Source: an optimization exercise on an open RTL-to-GDS flow (aim: small area, a short achievable clock period and few clock cycles). Production flows keep margins and buffers that such runs may drop.
Power is estimated from default activity; no workload was simulated.

==> flow/design.v <==
package ptom_pkg;
   localparam int DefaultBookDepth = 16;
   localparam logic [1:0] STATUS_OK        = 2'd0;
   localparam logic [1:0] STATUS_FULL      = 2'd1;
   localparam logic [1:0] STATUS_SELL_IGN  = 2'd2;
endpackage
module ptom_cell (
   input  logic        clock,
   input  logic        reset,
   input  logic        ins_new,
   input  logic        ins_prev,
   input  logic        pop,
   input  logic        set_qty,
   input  logic [19:0] qty_in,
   input  logic [31:0] new_id,
   input  logic [23:0] new_price,
   input  logic [19:0] new_qty,
   input  logic        prev_used,
   input  logic [31:0] prev_id,
   input  logic [23:0] prev_price,
   input  logic [19:0] prev_qty,
   input  logic        next_used,
   input  logic [31:0] next_id,
   input  logic [23:0] next_price,
   input  logic [19:0] next_qty,
   output logic        used,
   output logic [31:0] id,
   output logic [23:0] price,
   output logic [19:0] qty
);
   logic hold;
   logic [76:0] cur, nxt;
   assign hold = !(ins_new || ins_prev || pop);
   assign cur  = {used, id, price, qty};
   assign nxt  = ({77{hold}}     & cur)
               | ({77{ins_new}}  & {1'b1, new_id, new_price, new_qty})
               | ({77{ins_prev}} & {prev_used, prev_id, prev_price, prev_qty})
               | ({77{pop}}      & {next_used, next_id, next_price, next_qty});
   always_ff @(posedge clock) begin
      if (reset) used <= 1'b0;
      else       used <= nxt[76];
      id    <= nxt[75:44];
      price <= nxt[43:20];
      qty   <= set_qty ? qty_in : nxt[19:0];
   end
endmodule
module price_time_order_match #(
   parameter int BookDepth = ptom_pkg::DefaultBookDepth
) (
   input  logic        clock,
   input  logic        reset,
   input  logic        start,
   output logic        busy,
   input  logic        req_action,
   input  logic [31:0] req_order_id,
   input  logic        req_side,
   input  logic [23:0] req_price,
   input  logic [19:0] req_quantity,
   output logic        rsp_strobe,
   output logic        rsp_trade_valid,
   output logic [31:0] rsp_maker_id,
   output logic [31:0] rsp_taker_id,
   output logic [23:0] rsp_trade_price,
   output logic [19:0] rsp_trade_quantity,
   output logic [19:0] rsp_remaining_quantity,
   output logic [1:0]  rsp_status,
   output logic        rsp_best_valid,
   output logic [31:0] rsp_best_id,
   output logic [23:0] rsp_best_price,
   output logic [19:0] rsp_best_quantity,
   output logic        rsp_last
);
   localparam int D = BookDepth;
   logic        busy_q;        
   logic        pend;          
   logic        mip;           
   logic [D-1:0] ahead_q;
   logic        req_act_q, req_side_q;
   logic [31:0] req_id_q;
   logic [23:0] req_price_q;
   logic [19:0] req_qty_q;
   logic        cur_act, cur_side;
   logic [31:0] cur_id;
   logic [23:0] cur_price;
   logic [19:0] cur_qty;      
   logic [D-1:0]    used;
   logic [31:0]     id   [D];
   logic [23:0]     price[D];
   logic [19:0]     qty  [D];
   logic [D-1:0]    ins_new, ins_prev;
   logic            insert, pop, set_qty;
   logic [19:0]     head_qty_new;
   for (genvar g = 0; g < D; g++) begin : g_cell
      logic        pu, nu;
      logic [31:0] pi, ni;
      logic [23:0] pp, np;
      logic [19:0] pq, nq;
      if (g == 0) begin : g_first
         assign pu = 1'b0; assign pi = '0; assign pp = '0; assign pq = '0;
         assign ins_new[g]  = insert && !ahead_q[g];
         assign ins_prev[g] = 1'b0;
      end else begin : g_mid
         assign pu = used[g-1]; assign pi = id[g-1]; assign pp = price[g-1]; assign pq = qty[g-1];
         assign ins_new[g]  = insert && !ahead_q[g] && ahead_q[g-1];
         assign ins_prev[g] = insert && !ahead_q[g-1];
      end
      if (g == D - 1) begin : g_last
         assign nu = 1'b0; assign ni = '0; assign np = '0; assign nq = '0;
      end else begin : g_notlast
         assign nu = used[g+1]; assign ni = id[g+1]; assign np = price[g+1]; assign nq = qty[g+1];
      end
      ptom_cell u_cell (
         .clock     (clock),
         .reset     (reset),
         .ins_new   (ins_new[g]),
         .ins_prev  (ins_prev[g]),
         .pop       (pop),
         .set_qty   (set_qty && (g == 0)),
         .qty_in    (head_qty_new),
         .new_id    (cur_id),
         .new_price (cur_price),
         .new_qty   (cur_qty),
         .prev_used (pu),
         .prev_id   (pi),
         .prev_price(pp),
         .prev_qty  (pq),
         .next_used (nu),
         .next_id   (ni),
         .next_price(np),
         .next_qty  (nq),
         .used      (used[g]),
         .id        (id[g]),
         .price     (price[g]),
         .qty       (qty[g])
      );
   end
   logic        is_match, is_add, add_sell, add_full;
   logic        can;
   logic [20:0] diff;
   logic        head_le;       
   logic [19:0] tq, rem_left;
   logic        more, mip_in;
   assign is_match = mip || (pend && cur_act);
   assign is_add   = pend && !cur_act;
   assign add_sell = cur_side;
   assign add_full = used[D-1];
   assign insert   = is_add && !add_sell && !add_full;
   assign can = mip || (pend && cur_act && (cur_qty != '0) && ahead_q[0]);
   assign diff         = {1'b0, cur_qty} - {1'b0, qty[0]};
   assign head_le      = !diff[20];
   assign pop          = can && head_le;
   assign set_qty      = can && !head_le;
   assign head_qty_new = qty[0] - cur_qty;
   assign tq           = head_le ? qty[0] : cur_qty;
   assign rem_left     = head_le ? diff[19:0] : '0;
   assign more         = head_le && (diff[19:0] != '0) && used[1] && (cur_price <= price[1]);
   assign mip_in       = can && more;
   logic        nx_act, nx_side;
   logic [31:0] nx_id;
   logic [23:0] nx_price;
   logic [19:0] nx_qty;
   logic [D-1:0] raw, src, nav;
   logic        cmp_new;
   assign nx_act   = busy_q ? req_act_q   : req_action;
   assign nx_side  = busy_q ? req_side_q  : req_side;
   assign nx_id    = busy_q ? req_id_q    : req_order_id;
   assign nx_price = busy_q ? req_price_q : req_price;
   assign nx_qty   = busy_q ? req_qty_q   : req_quantity;
   for (genvar g = 0; g < D; g++) begin : g_raw
      assign raw[g] = used[g] && (price[g] >= req_price);
   end
   assign cmp_new = cur_price >= req_price;
   assign src     = busy_q ? ahead_q : raw;
   for (genvar g = 0; g < D; g++) begin : g_nav
      logic sp_, sn_;
      logic hold_;
      if (g == 0) begin : g_first
         assign sp_ = 1'b0;
      end else begin : g_mid
         assign sp_ = src[g-1];
      end
      if (g == D - 1) begin : g_last
         assign sn_ = 1'b0;
      end else begin : g_notlast
         assign sn_ = src[g+1];
      end
      assign hold_  = !(ins_new[g] || ins_prev[g] || pop);
      assign nav[g] = (hold_ && src[g]) || (ins_new[g] && cmp_new) || (ins_prev[g] && sp_)
                   || (pop && sn_);
   end
   always_ff @(posedge clock) begin
      if (reset) begin
         mip    <= 1'b0;
         pend   <= 1'b0;
         busy_q <= 1'b0;
      end else begin
         mip    <= mip_in;
         pend   <= !mip_in && (busy_q || start);
         busy_q <= mip_in && (busy_q || start);
      end
      if (!busy_q) begin
         req_act_q   <= req_action;
         req_id_q    <= req_order_id;
         req_side_q  <= req_side;
         req_price_q <= req_price;
         req_qty_q   <= req_quantity;
      end
      ahead_q <= nav;
      if (mip_in) begin
         cur_qty <= rem_left;
      end else begin
         cur_act   <= nx_act;
         cur_side  <= nx_side;
         cur_id    <= nx_id;
         cur_price <= nx_price;
         cur_qty   <= nx_qty;
      end
   end
   logic        strobe_q;
   logic        r_trade_q;
   logic [31:0] r_maker_q;
   logic [31:0] r_taker_q;
   logic [23:0] r_price_q;
   logic [19:0] r_tq_q;
   logic [19:0] r_rem_q;
   logic [1:0]  r_status_q;
   logic        r_last_q;
   always_ff @(posedge clock) begin
      if (reset) strobe_q <= 1'b0;
      else       strobe_q <= mip || pend;
      r_trade_q  <= can;
      r_maker_q  <= can ? id[0]    : '0;
      r_price_q  <= can ? price[0] : '0;
      r_tq_q     <= can ? tq       : '0;
      r_taker_q  <= is_match ? cur_id : '0;
      r_rem_q    <= !is_match ? '0 : can ? rem_left : cur_qty;
      r_status_q <= !is_add ? ptom_pkg::STATUS_OK :
                    add_sell ? ptom_pkg::STATUS_SELL_IGN :
                    add_full ? ptom_pkg::STATUS_FULL : ptom_pkg::STATUS_OK;
      r_last_q   <= !mip_in;
   end
   assign busy                   = busy_q;
   assign rsp_strobe             = strobe_q;
   assign rsp_trade_valid        = r_trade_q;
   assign rsp_maker_id           = r_maker_q;
   assign rsp_taker_id           = r_taker_q;
   assign rsp_trade_price        = r_price_q;
   assign rsp_trade_quantity     = r_tq_q;
   assign rsp_remaining_quantity = r_rem_q;
   assign rsp_status             = r_status_q;
   assign rsp_last               = r_last_q;
   assign rsp_best_valid         = used[0];
   assign rsp_best_id            = used[0] ? id[0]    : '0;
   assign rsp_best_price         = used[0] ? price[0] : '0;
   assign rsp_best_quantity      = used[0] ? qty[0]   : '0;
endmodule
clock: 9.0 ns
lec_check: 0
cap_margin: 20
core_margin: 2
core_utilization: 40
setup_slack_margin: 5
slew_margin: 20
run.sh (not shown) runs the stock make flow with config.mk's settings and CLKGATE_MAP_FILE= SYNTH_SCRIPT=/design/flow/synth_recipe.tcl, a recipe that flattens the netlist after the stock synthesis.
Change:
- ABC_CLOCK_PERIOD_IN_PS: default -> 3000
- CORE_UTILIZATION: 40 -> 50
Outcome:
- critical path depth went down by 8
- design area falls slightly
- worst setup slack is better by 0.094 ns
- sequential power hardly moves
- area after synthesis stays the same
- cell count fell by a few percent
- wire length falls by a few percent
Function was not checked in any run of this note: the RTL went through the layout flow alone.

-- port drivers added, routing unchanged --
No port has a modelled driver above. Below, the same layouts with a new extraction and two added sets of constraints. Step 1 (the two cells are an assumption about what drives the block):
set clk [get_ports {clock}]
set_driving_cell -lib_cell sky130_fd_sc_hd__clkbuf_16 $clk
set_driving_cell -lib_cell sky130_fd_sc_hd__buf_2 [delete_from_list [all_inputs] $clk]
Step 2 moves the port delays by t, midway between the first and last clock arrival at a register: inputs arrive t later, outputs are due t later. That takes back most of the time a late clock gives input paths. Three values: no drivers, after step 1, after step 2; two values: the first two.
run | shift t [ns] | setup slack, ns | hold slack, ns | worst setup path after step 2 | latest minus earliest clock arrival (ns)
the first run | 0.928 | 4.906 / 4.854 / 4.041 | 0.459 / 0.459 / 0.459 | input to register | 0.069 / 0.070
the second run | 0.887 | 4.999 / 4.914 / 4.169 | 0.458 / 0.458 / 0.458 | input to register | 0.053 / 0.052
After both steps setup and hold are still met in every run listed. For the first run, which loses most, drivers alone change the setup slack by -0.052 ns; drivers and shift together by -0.865 ns.
